Source: an optimization exercise on an open RTL-to-GDS flow (aim: small area and a short achievable clock period). Production flows keep margins and buffers that such runs may drop. Function was checked by simulation only, so behaviour that the tests miss may differ from the original. The clock port is modelled as an ideal driver, which makes a skipped or thinned clock tree look cheaper than it is; a real chip needs a root buffer or a tree. No activity file was given, so power comes from the tool's default toggle rates.

==> v28 <==
==> flow/design.v <==
package fifo_async_pkg;
  localparam int unsigned GW = 32;
endpackage
module fifo_wc_sync (
  input  logic        clk,
  input  logic        rst_n,
  input  logic        w_req,
  input  logic [63:0] data_i,
  output logic        full,
  input  logic        r_req,
  output logic [31:0] data_o,
  output logic        empty,
  output logic [5:0]  w_cnt,
  output logic [6:0]  r_cnt,
  output logic        ovf,
  output logic        udf
);
  logic [5:0]  wp_q, w1_q, ws_q, r1_q, rs_q;
  logic [6:0]  rp_q;
  logic        full_q, empty_q, ovf_q, udf_q;
  logic [5:0]  w_cnt_q;
  logic [6:0]  r_cnt_q;
  logic [31:0] data_o_q;
  logic        can_push_q, can_pop_q;
  logic [5:0]  wdiff_q;
  logic [6:0]  rdiff_q;
  logic push, pop;
  assign push = w_req && can_push_q;
  assign pop  = r_req && can_pop_q;
  logic rs_step, ws_step;
  assign rs_step = r1_q[0] ^ rs_q[0];
  assign ws_step = w1_q[0] ^ ws_q[0];
  logic [5:0] wdiff_inc;
  logic [6:0] rdiff_dec;
  assign wdiff_inc = wdiff_q + 6'd1;
  assign rdiff_dec = rdiff_q - 7'd1;
  logic [5:0] wdiff_n0, wdiff_n1;
  logic [6:0] rdiff_n0, rdiff_n1;
  assign wdiff_n0 = wdiff_q   - {5'd0, rs_step};
  assign wdiff_n1 = wdiff_inc - {5'd0, rs_step};
  assign rdiff_n0 = rdiff_q   + {5'd0, ws_step, 1'b0};
  assign rdiff_n1 = rdiff_dec + {5'd0, ws_step, 1'b0};
  logic full_n0, full_n1, empty_n0, empty_n1;
  assign full_n0  = (wdiff_q == 6'd32);
  assign full_n1  = (wdiff_q == 6'd31);
  assign empty_n0 = (rdiff_q == 7'd0);
  assign empty_n1 = (rdiff_q == 7'd1);
  logic [31:0] rd_word;
  always_ff @(posedge clk) begin
    if (!rst_n) begin
      wp_q       <= '0;
      rp_q       <= '0;
      w1_q       <= '0;
      ws_q       <= '0;
      r1_q       <= '0;
      rs_q       <= '0;
      wdiff_q    <= '0;
      rdiff_q    <= '0;
      can_push_q <= 1'b1;
      can_pop_q  <= 1'b0;
      full_q     <= 1'b0;
      empty_q    <= 1'b1;
      w_cnt_q    <= '0;
      r_cnt_q    <= '0;
      ovf_q      <= 1'b0;
      udf_q      <= 1'b0;
      data_o_q   <= '0;
    end else begin
      wp_q       <= wp_q + {5'd0, push};
      rp_q       <= rp_q + {6'd0, pop};
      w1_q       <= wp_q;
      ws_q       <= w1_q;
      r1_q       <= rp_q[6:1];
      rs_q       <= r1_q;
      wdiff_q    <= push ? wdiff_n1 : wdiff_n0;
      rdiff_q    <= pop ? rdiff_n1 : rdiff_n0;
      can_push_q <= push ? !full_n1 : !full_n0;
      can_pop_q  <= pop ? !empty_n1 : !empty_n0;
      full_q     <= push ? full_n1 : full_n0;
      empty_q    <= pop ? empty_n1 : empty_n0;
      w_cnt_q    <= push ? wdiff_inc : wdiff_q;
      r_cnt_q    <= pop ? rdiff_dec : rdiff_q;
      ovf_q      <= ovf_q || (w_req && !can_push_q);
      udf_q      <= udf_q || (r_req && !can_pop_q);
      if (pop) data_o_q <= rd_word;
    end
  end
  logic [31:0] row_we_q;
  logic [4:0]  wrow_inc;
  assign wrow_inc = wp_q[4:0] + 5'd1;
  always_ff @(posedge clk) begin
    if (!rst_n) row_we_q <= 32'd1;
    else if (push) row_we_q <= full_n1 ? 32'd0 : (32'd1 << wrow_inc);
    else           row_we_q <= full_n0 ? 32'd0 : (32'd1 << wp_q[4:0]);
  end
  logic [31:0] lane_q [64];
  for (genvar j = 0; j < 32; j++) begin : g_row
    always_ff @(posedge clk) begin
      if (rst_n && w_req && row_we_q[j]) begin
        lane_q[2*j]   <= data_i[31:0];
        lane_q[2*j+1] <= data_i[63:32];
      end
    end
  end
  logic [63:0] rsel_q;
  always_ff @(posedge clk) begin
    if (!rst_n)   rsel_q <= 64'd1;
    else if (pop) rsel_q <= {rsel_q[62:0], rsel_q[63]};
  end
  always_comb begin
    rd_word = '0;
    for (int i = 0; i < 64; i++)
      rd_word = rd_word | (lane_q[i] & {32{rsel_q[i]}});
  end
  assign full   = full_q;
  assign empty  = empty_q;
  assign w_cnt  = w_cnt_q;
  assign r_cnt  = r_cnt_q;
  assign data_o = data_o_q;
  assign ovf    = ovf_q;
  assign udf    = udf_q;
endmodule
==> flow/flow/run.sh <==
#!/bin/bash
# The standard layout, with three changes: port buffers of a fixed strong cell, free cell
# resizing (sizing may change a cell's footprint), and a hand-built two-level clock tree
# (flow/cts_tree.tcl, 4 roots, 24 leaves each, all clkbuf_16) in place of TritonCTS.
set -euo pipefail
export CTS_TREE_ROOT=sky130_fd_sc_hd__clkbuf_16
export CTS_TREE_LEAF=sky130_fd_sc_hd__clkbuf_16
export CTS_TREE_NET=clk
export CTS_TREE_LEAVES=24
bash standard.sh MATCH_CELL_FOOTPRINT=0 \
  "BUFFER_PORTS_ARGS=-buffer_cell sky130_fd_sc_hd__buf_4" \
  "PRE_CTS_TCL=$PWD/flow/cts_tree.tcl" finish > standard.log 2>&1
==> flow/flow/cts_tree.tcl <==
# Clock tree built by hand, in place of TritonCTS (sourced as PRE_CTS_TCL by ORFS's cts.tcl).
# The flip-flops are split by recursive median bisection into groups of equal size;
# each group gets a leaf cell (CTS_TREE_LEAF) at its centroid. The first cuts give four
# quadrants, each split into CTS_TREE_LEAVES groups; each quadrant's leaves hang on a root cell (CTS_TREE_ROOT) at their centroid, and
# the clock port feeds the four roots. Two levels, balanced by construction; with inverters at
# both levels the clock keeps its polarity.

proc cts_tree_split {items n} {
  # items: list of {payload x y}; returns a list of n groups whose sizes differ by at most one.
  if {$n <= 1 || [llength $items] < 2} { return [list $items] }
  set xs [lmap i $items {lindex $i 1}]
  set ys [lmap i $items {lindex $i 2}]
  set dx [expr {[tcl::mathfunc::max {*}$xs] - [tcl::mathfunc::min {*}$xs]}]
  set dy [expr {[tcl::mathfunc::max {*}$ys] - [tcl::mathfunc::min {*}$ys]}]
  set k [expr {$dx >= $dy ? 1 : 2}]
  set s [lsort -integer -index $k $items]
  set n1 [expr {$n / 2}]
  set h [expr {([llength $s] * $n1 + $n / 2) / $n}]
  return [concat [cts_tree_split [lrange $s 0 [expr {$h - 1}]] $n1] \
                 [cts_tree_split [lrange $s $h end] [expr {$n - $n1}]]]
}

proc cts_tree_centroid {items} {
  set sx 0; set sy 0
  foreach i $items { set sx [expr {$sx + [lindex $i 1]}]; set sy [expr {$sy + [lindex $i 2]}] }
  set n [llength $items]
  return [list [expr {$sx / $n}] [expr {$sy / $n}]]
}

proc cts_tree_buffer {block master name x y innet outnet} {
  set inst [odb::dbInst_create $block $master $name]
  set w [$master getWidth]
  set h [$master getHeight]
  $inst setLocation [expr {int($x - $w / 2)}] [expr {int($y - $h / 2)}]
  $inst setPlacementStatus PLACED
  foreach it [$inst getITerms] {
    if {[$it isInputSignal]} { $it connect $innet }
    if {[$it isOutputSignal]} { $it connect $outnet }
  }
  return $inst
}

proc cts_tree_build {} {
  set db [ord::get_db]
  set block [ord::get_db_block]
  set rmaster [$db findMaster $::env(CTS_TREE_ROOT)]
  set lmaster [$db findMaster $::env(CTS_TREE_LEAF)]
  set clk [$block findNet $::env(CTS_TREE_NET)]
  set sinks {}
  foreach it [$clk getITerms] {
    set bb [[$it getInst] getBBox]
    lappend sinks [list $it [expr {([$bb xMin] + [$bb xMax]) / 2}] [expr {([$bb yMin] + [$bb yMax]) / 2}]]
  }
  set quads [cts_tree_split $sinks 4]
  set li 0
  set ri 0
  foreach q $quads {
    set leaves [cts_tree_split $q $::env(CTS_TREE_LEAVES)]
    set rnet [odb::dbNet_create $block "clknet_root_$ri"]
    $rnet setSigType CLOCK
    set lpos {}
    foreach g $leaves {
      set lnet [odb::dbNet_create $block "clknet_leaf_$li"]
      $lnet setSigType CLOCK
      foreach s $g {
        set it [lindex $s 0]
        $it disconnect
        $it connect $lnet
      }
      lassign [cts_tree_centroid $g] x y
      cts_tree_buffer $block $lmaster "clkbuf_leaf_$li" $x $y $rnet $lnet
      lappend lpos [list {} $x $y]
      incr li
    }
    lassign [cts_tree_centroid $lpos] x y
    cts_tree_buffer $block $rmaster "clkbuf_root_$ri" $x $y $clk $rnet
    incr ri
  }
  puts "cts_tree: [llength $sinks] sinks, $li leaf buffers, $ri root buffers"
  set_propagated_clock [all_clocks]
}

rename clock_tree_synthesis cts_tree_tritoncts
source [file join [file dirname [info script]] outbuf.tcl]
proc clock_tree_synthesis {args} {
  outbuf_move
  cts_tree_build
}
==> flow/flow/outbuf.tcl <==
# Output port buffers next to the registers that drive them (sourced from cts_tree.tcl, before
# the clock tree is built; the detailed placement that follows legalizes the moves). Global
# placement leaves each output buffer near its pin, so the register drives the long wire; with
# the buffer beside the register, the stronger buffer drives it instead.

proc outbuf_move {} {
  set block [ord::get_db_block]
  set moved 0
  foreach bt [$block getBTerms] {
    if {[$bt getIoType] ne "OUTPUT"} { continue }
    set net [$bt getNet]
    set buf ""
    foreach it [$net getITerms] { if {[$it isOutputSignal]} { set buf [$it getInst] } }
    if {$buf eq ""} { continue }
    set in ""
    foreach it [$buf getITerms] { if {[$it isInputSignal]} { set in [$it getNet] } }
    if {$in eq ""} { continue }
    set drv ""
    foreach it [$in getITerms] { if {[$it isOutputSignal]} { set drv [$it getInst] } }
    if {$drv eq "" || ![[$drv getMaster] isSequential]} { continue }
    set bb [$drv getBBox]
    $buf setLocation [$bb xMax] [$bb yMin]
    incr moved
  }
  puts "outbuf: moved $moved output buffers next to their registers"
}
==> flow/standard.sh <==
#!/bin/bash
# synth_recipe.tcl (not shown) runs the flow's synth.tcl, then flattens the netlist and writes it again
# the make line also repeats each setting of config.mk as NAME=value (left out here)
make -C /OpenROAD-flow-scripts/flow DESIGN_CONFIG=/design/flow/config.mk WORK_HOME=/design/flow/orfs CLKGATE_MAP_FILE= SYNTH_SCRIPT=/design/flow/synth_recipe.tcl "${@:-finish}"
==> flow/config.mk <==
export PLATFORM = sky130hd
export DESIGN_NAME = fifo_wc_sync
export DESIGN_NICKNAME = fifo_wc_sync
export VERILOG_FILES = /design/flow/design.v
export SDC_FILE = /design/flow/constraint.sdc
export NUM_CORES = 4
export LEC_CHECK = 0
export CAP_MARGIN = 20
export CORE_MARGIN = 2
export CORE_UTILIZATION = 65
export SETUP_SLACK_MARGIN = 3.0
export SLEW_MARGIN = 20
==> flow/constraint.sdc <==
create_clock -name core_clock -period 5.0 [get_ports {clk}]
set_input_delay 1.0000 -clock core_clock [delete_from_list [all_inputs] [get_ports {clk}]]
set_output_delay 1.0000 -clock core_clock [all_outputs]
set_load 0.01 [all_outputs]
==> v39 (differences from v28) <==
--- a/flow/design.v
+++ b/flow/design.v
@@ -96,7 +96,7 @@
   logic [31:0] lane_q [64];
   for (genvar j = 0; j < 32; j++) begin : g_row
     always_ff @(posedge clk) begin
-      if (rst_n && w_req && row_we_q[j]) begin
+      if (row_we_q[j]) begin
         lane_q[2*j]   <= data_i[31:0];
         lane_q[2*j+1] <= data_i[63:32];
       end
--- a/flow/flow/cts_tree.tcl
+++ b/flow/flow/cts_tree.tcl
@@ -81,8 +81,4 @@
 }
 
 rename clock_tree_synthesis cts_tree_tritoncts
-source [file join [file dirname [info script]] outbuf.tcl]
-proc clock_tree_synthesis {args} {
-  outbuf_move
-  cts_tree_build
-}
+proc clock_tree_synthesis {args} { cts_tree_build }
removed: flow/flow/outbuf.tcl
==> v29 (differences from v28) <==
--- a/flow/design.v
+++ b/flow/design.v
@@ -96,7 +96,7 @@
   logic [31:0] lane_q [64];
   for (genvar j = 0; j < 32; j++) begin : g_row
     always_ff @(posedge clk) begin
-      if (rst_n && w_req && row_we_q[j]) begin
+      if (row_we_q[j]) begin
         lane_q[2*j]   <= data_i[31:0];
         lane_q[2*j+1] <= data_i[63:32];
       end
==> qor summary <==
quantity	v39	v29	v28
Number of setup buffers added after CTS	100	111	139
Gates resized, CTS repair	216	195	285
Sum of internal, switching and leakage power	0.0314 W	0.0314 W	0.0314 W
Final period utilization	44.9%	42.9%	43.0%
Fill cell instance count of the final layout	7200	7153	7063
Synthesized-area fraction occupied by adder cells	0.223%	0.223%	0.206%
Max VDD drop	0.410 mV	0.422 mV	0.422 mV
Overall routing resource usage	49.7%	50.0%	50.9%
Fraction of the mapped netlist area in compound gates	11.4%	11.4%	11.4%
Largest net degree at the start of global routing	99	99	73
Combined buffer and inverter count along the critical path	1	1	0
Worst setup path startpoint	data_o_q[5]	data_o_q[24]	rsel_q[19]
Final design instance area without fill	87300 sq um	87400 sq um	89400 sq um
Number of cells after detailed placement	5879	5879	5943
Seq pwr	0.0208 W	0.0207 W	0.0205 W
Fraction of synthesized cell area in xor and xnor cells	0.267%	0.267%	0.266%
Share of total power in combinational logic	5.5%	5.8%	6.4%
Outcome	timing/DRC/antenna clean	timing/DRC/antenna clean	timing/DRC/antenna clean
P&R area growth vs syn	11.0%	11.2%	13.3%
Comb group	0.00171 W	0.00182 W	0.00202 W
Amount of wire on met3 after detailed routing	61500 microns	62000 microns	66600 microns
Wire length after detailed routing	312000 microns	314000 microns	324000 microns
No run of this note takes its clock network from TritonCTS; it comes from the design's own scripts or RTL.

==> re-timing with driven ports <==
No port has a modelled driver above. Below, the same layouts with a new extraction and two added sets of constraints.
Step 1, drivers: a clkbuf_16 drives clk and a buf_2 each remaining input, both assumed.
Step 2 moves the port delays by t, midway between the first and last clock arrival at a register: inputs arrive t later, outputs are due t later. That takes back most of the time a late clock gives input paths.
a / b / c = ideal / step 1 / step 2; a / b = the first two.
run | shift t [ns] | setup WS [ns] | hold slack, ns | slew at the worst register clock pin (ns)
v28 | 0.799 | 2.848 / 2.666 / 2.133 | 0.479 / 0.479 / 0.479 | 0.10 / 0.10
v39 | 0.790 | 2.757 / 2.575 / 2.294 | 0.481 / 0.481 / 0.481 | 0.11 / 0.11
v29 | 0.797 | 2.855 / 2.672 / 2.285 | 0.475 / 0.475 / 0.475 | 0.10 / 0.10
After both steps every run listed still meets setup and hold. For v28, which loses most, drivers alone change the setup slack by -0.182 ns; drivers and shift together by -0.715 ns.
